Background: an optimization exercise with open tools, aiming at small area, a short achievable clock period and few clock cycles per item. Do not read the settings as production practice. Function was checked by simulation only, so behaviour that the tests miss may differ from the original.

[flow/config.mk]
export PLATFORM = sky130hd
export DESIGN_NAME = sym_fir_stream
export DESIGN_NICKNAME = sym_fir_stream
export VERILOG_FILES = /design/flow/design.v
export SDC_FILE = /design/flow/constraint.sdc
export NUM_CORES = 4
export LEC_CHECK = 0
export CAP_MARGIN = 20
export CORE_MARGIN = 2
export CORE_UTILIZATION = 25
export SLEW_MARGIN = 20
[flow/constraint.sdc]
create_clock -name core_clock -period 12.0 [get_ports {clk}]
set_input_delay 2.4000 -clock core_clock [delete_from_list [all_inputs] [get_ports {clk}]]
set_output_delay 2.4000 -clock core_clock [all_outputs]
set_load 0.01 [all_outputs]
[flow/design.v]
module sym_fir_stream #(
  parameter int TAPS  = 73,
  parameter int DW    = 12,
  parameter int CW    = 16,
  parameter int OW    = 16,
  parameter int SHIFT = 11,
  localparam int NH   = (TAPS + 1) / 2,
  localparam int AW   = $clog2(NH)
) (
  input  logic          clk,
  input  logic          reset,
  input  logic          in_valid,
  output logic          in_ready,
  input  logic [DW-1:0] in_data,
  output logic          out_valid,
  input  logic          out_ready,
  output logic [OW-1:0] out_data,
  output logic          out_sat,
  input  logic          coef_we,
  input  logic [AW-1:0] coef_addr,
  input  logic [CW-1:0] coef_data,
  output logic          coef_ready,
  input  logic          flush
);
  localparam int TW   = $clog2(TAPS);
  localparam int PW   = DW + 1;
  localparam int MW   = DW + CW + 1;
  localparam int ACCW = MW + AW;
  localparam logic [AW-1:0]        IDX_LAST = AW'(NH - 1);
  localparam logic [TW-1:0]        TOP      = TW'(TAPS - 1);
  localparam logic [AW:0]          NH_W     = (AW + 1)'(NH);
  localparam logic signed [ACCW:0] RND      = (SHIFT > 0)
    ? ({{ACCW{1'b0}}, 1'b1} << (SHIFT > 0 ? SHIFT - 1 : 0)) : '0;
  localparam logic signed [ACCW:0] OMAX     = {{(ACCW + 2 - OW){1'b0}}, {(OW - 1){1'b1}}};
  localparam logic signed [ACCW:0] OMIN     = ~OMAX;
  typedef enum logic [1:0] {IDLE, MAC, ROUND, OUT} state_t;
  state_t                 state;
  logic signed [DW-1:0]   x [TAPS];
  logic signed [CW-1:0]   h [NH];
  logic signed [ACCW-1:0] acc;
  logic [AW-1:0]          idx;
  logic                   idx_last;
  logic [TW-1:0]          lo_i;
  logic [TW-1:0]          hi_i;
  logic signed [PW-1:0]   pre;
  logic signed [MW-1:0]   prod;
  logic signed [ACCW:0]   acc_ext;
  logic signed [ACCW:0]   rnd_sum;
  logic signed [ACCW:0]   r;
  logic [OW-1:0]          sat_data;
  logic                   sat_flag;
  assign in_ready   = (state == IDLE);
  assign coef_ready = (state == IDLE);
  assign out_valid  = (state == OUT);
  always_comb begin
    idx_last = (idx == IDX_LAST);
    lo_i     = TW'(idx);
    hi_i     = TOP - TW'(idx);
    pre      = PW'(x[lo_i]) + (idx_last ? {PW{1'b0}} : PW'(x[hi_i]));
    prod     = MW'(pre) * MW'(h[idx]);
  end
  always_comb begin
    acc_ext  = (ACCW + 1)'(acc);
    rnd_sum  = acc_ext + RND;
    r        = rnd_sum >>> SHIFT;
    sat_data = r[OW-1:0];
    sat_flag = 1'b0;
    if (r > OMAX) begin
      sat_data = OMAX[OW-1:0];
      sat_flag = 1'b1;
    end else if (r < OMIN) begin
      sat_data = OMIN[OW-1:0];
      sat_flag = 1'b1;
    end
  end
  always_ff @(posedge clk or posedge reset) begin
    if (reset) begin
      state    <= IDLE;
      acc      <= '0;
      idx      <= '0;
      out_data <= '0;
      out_sat  <= 1'b0;
      for (int unsigned k = 0; k < TAPS; k++) x[k] <= '0;
      for (int unsigned k = 0; k < NH; k++) h[k] <= '0;
    end else begin
      case (state)
        IDLE: begin
          if (flush) begin
            for (int unsigned k = 0; k < TAPS; k++) x[k] <= '0;
          end else if (in_valid) begin
            for (int unsigned k = 1; k < TAPS; k++) x[k] <= x[k-1];
            x[0]  <= in_data;
            acc   <= '0;
            idx   <= '0;
            state <= MAC;
          end
          if (coef_we && ({1'b0, coef_addr} < NH_W)) h[coef_addr] <= coef_data;
        end
        MAC: begin
          acc <= acc + ACCW'(prod);
          idx <= idx + 1'b1;
          if (idx_last) state <= ROUND;
        end
        ROUND: begin
          out_data <= sat_data;
          out_sat  <= sat_flag;
          state    <= OUT;
        end
        OUT: begin
          if (out_ready) state <= IDLE;
        end
        default: state <= IDLE;
      endcase
    end
  end
endmodule
[flow/run.sh]
#!/bin/bash
# synth_recipe.tcl (not shown) runs the flow's synth.tcl, then flattens the netlist and writes it again
# the make line also repeats each setting of config.mk as NAME=value (left out here)
make -C /OpenROAD-flow-scripts/flow DESIGN_CONFIG=/design/flow/config.mk WORK_HOME=/design/flow/orfs CLKGATE_MAP_FILE= SYNTH_SCRIPT=/design/flow/synth_recipe.tcl finish
==> metrics.cfg <==
[placement]
port_buffers=59
hpwl_um=260000
globalplace.congestion=1.07
preCtsSetupSlack_ns=-0.168

[global_route]
grt_usage_pct=24.1
grt_max_degree=233
overflow=0
antenna_found_initial=49
grt_pass1_wl_um=552000
grt_pass1_vias=66743

[floorplan]
die_h_um=567
dieWidth_um=567
fp-row-count=206
ios=60
initial_utilization_pct=25.1
core-area_um2=315000
dieArea_um2=321000

[clock_network]
hold_buffers=0
clk_pin_slew_worst_paths_ns=0.06
cts-htree-levels=4
cts_made_buffers=165
clockBufferDepth=4
cts_tree=built
cts.sinks=1528
clock-root-buffer=clkbuf_16
clk_latency_ns=0.85

[setup_path]
max_stage_delay_ns=1.01
crit_slowest_cell=nor2_2
cp-end-kind=flop
critPathMaxFanout=20
worstSetupStartpointType=flop
arrival_ns=12.43
crit_required_ns=12.79
path_class=flop to flop
critPathMostFrequentCell=buf_4

[drt]
vias=69070
ant_nets=0
drt_iter0_drc=11351
wl_um=400000
vias_per_cell=6.12
route.detailed.drc=0
routedWlPerCell_um=35.4
dr.pass1.iters=22

[logic_synthesis]
synth-compound-area-share_pct=22.4
synthSimpleGateAreaFrac_pct=7.16
syn-instance-count=6778
syn-num-nets=7200
syn_area_um2=79200
synth_area_per_cell_um2=11.7
synth_top_family_by_area=compound AO/OA/AOI/OAI gates
synthXorXnorAreaFrac_pct=0.719
synth_edf_count=0
seq_area_frac_synth_pct=48.3
yosysUniqueCellTypes=78
ys_warn_count=3
synth_adder_area_share_pct=8.52
synth.area.mux_share_pct=8.54
ys.flop_type=dfrtp_1
async_flop_share_pct=100
synth_seq_cells=1528

[final_layout]
final_layout_size_suffix_gt1_share_pct=23.6
area_growth_pct=18.1
nets=7389
post-route-util_pct=29.7
nFillCells=31912
final_cell_mix=1527 x dfrtp_1, 1089 x a22o_1, 595 x mux2_2
mostFrequentLayoutCell=dfrtp_1

[timing]
worst_pin_slew_ns=1.28
fin_crit_sh_pct=97.0
finalSetupTns_ns=0
min_period_ns=11.64
fin_skew_ns=0.0541
timing.hold.ws_ns=0.502
setup_ws_ns=0.364
fmax_mhz=85.9
relSlewSlack_pct=14.5
setup_violations=0
drv_slew=0
hold_violations=0

[outcome]
status=no timing/DRC/antenna violations

[hold_path]
hp-class=flop to flop

[run]
drv_cap=0

[worst max-delay path: cells and delay by family, from the launching register on]
kind / cells / cell delay, ns
xor gates and xnor gates: 1 / 0.08
buffers and inverters: 13 / 1.96
and+or+nand+nor: 14 / 3.30
AOI/OAI and AO/OA: 10 / 2.11
adders and majority gates: 8 / 3.61
DFF: 1 / 0.49
[final cells by class]
class	instances	area (um^2)	area share, %
Sequential cell	1528	38200	40.8
Multi-Input combinational cell	4327	38200	40.8
Inverter	341	1280	1.37
Timing Repair Buffer	604	5120	5.47
Clock inverter	53	643	0.687
Tap cell	4160	5200	5.56
Antenna cell	44	110	0.118
Clock buffer	235	4850	5.18
[cell usage after synthesis (all sizes together), types with 88 or more instances]
master  instances  area [um^2]
a221oi        215         1880
fa            263         5270
nor2          279         1060
nand2         180          676
dfrtp        1528        38200
nand4         165         1030
inv           340         1280
o21ai          88          440
a22oi         570         4290
mux2          595         6700
ha            119         1490
clkbuf        510         1910
nand3          97          485
a22o         1090         9550
[state kept, by name, summed over array words and instances (netlist names)]
signal / count
x: 876
h: 592
acc: 35
out_data: 16
idx: 6
state: 2
out_sat: 1
[logic make-up (layout without fill, tap and decap cells)]
| logic type | count (synthesis) | after routing |
|---|---|---|
| compound gates | 2170 | 2170 |
| flops | 1528 | 1528 |
| simple gates | 1108 | 1108 |
| buf+inv | 923 | 1233 |
| mux | 602 | 602 |
| fa+ha+maj | 382 | 382 |
| xor+xnor | 65 | 65 |
| other cells | 0 | 44 |
[final timing paths]
kind / start / to / slack, ns / depth (start not counted)
hold / removal: h[0][10] / h[0][10] / 0.50 / 1
max in group asynchronous: reset / h[23][12] / 7.55 / 5
setup / recovery: idx[2] / acc[34] / 0.36 / 46
min in group asynchronous: reset / x[36][11] / 2.02 / 2
setup reg to reg: idx[2] / acc[34] / 0.36 / 46
hold reg to reg: h[0][10] / h[0][10] / 0.50 / 1
[stage by stage]
| step | cells | instance area, um^2 |
|---|---|---|
| floorplan | 6778 | 79200 |
| global placement | 10946 | 87700 |
| detailed placement | 10946 | 87700 |
| CTS | 11234 | 93200 |
| global route | 11255 | 93500 |
| finish | 11292 | 93600 |
[repair_timing]
action / 4_1_cts / 5_1_grt
pin swaps: 0 / 14
setup buffers: 0 / 13
resized for setup: 2 / 40
endpoints found under the setup margin: 4 / 18
[layer usage]
layer | share of wire [%] | vias up | global-route usage, %
li1 | - | 26144 | -
met5 | 0.091 | - | 0.788
met2 | 41 | 5420 | 34.3
met3 | 13 | 1813 | 10.4
met1 | 37 | 35661 | 29.3
met4 | 8.4 | 32 | 15.9
Testbench counts, summed over its fixed seeds: cycles 20,480, items 512.

## what the ideal ports hide
No port has a modelled driver above. Below, the same layout with a new extraction and two added sets of constraints.
Step 1 sets driving cells, clkbuf_16 on the clock port and buf_2 on the other inputs (assumed; they add their load-dependent delay and slew).
Step 2 times the ports against the registers' clock, not the clock port: input delays grow and output delays shrink by t, the midpoint of the rising clock arrivals with the driver on.
a / b / c = no drivers / after step 1 / after step 2; a / b = the first two.
t, ns: 0.928
setup slack, ns: 0.364 / 0.364 / 0.364
worst register clock-pin slew, ns: 0.07 / 0.07
worst data-port slew with drivers (ns): 0.13
After both steps this run still meets setup and hold. For this run, drivers alone change the setup slack by 0.000 ns; drivers and shift together by 0.000 ns.
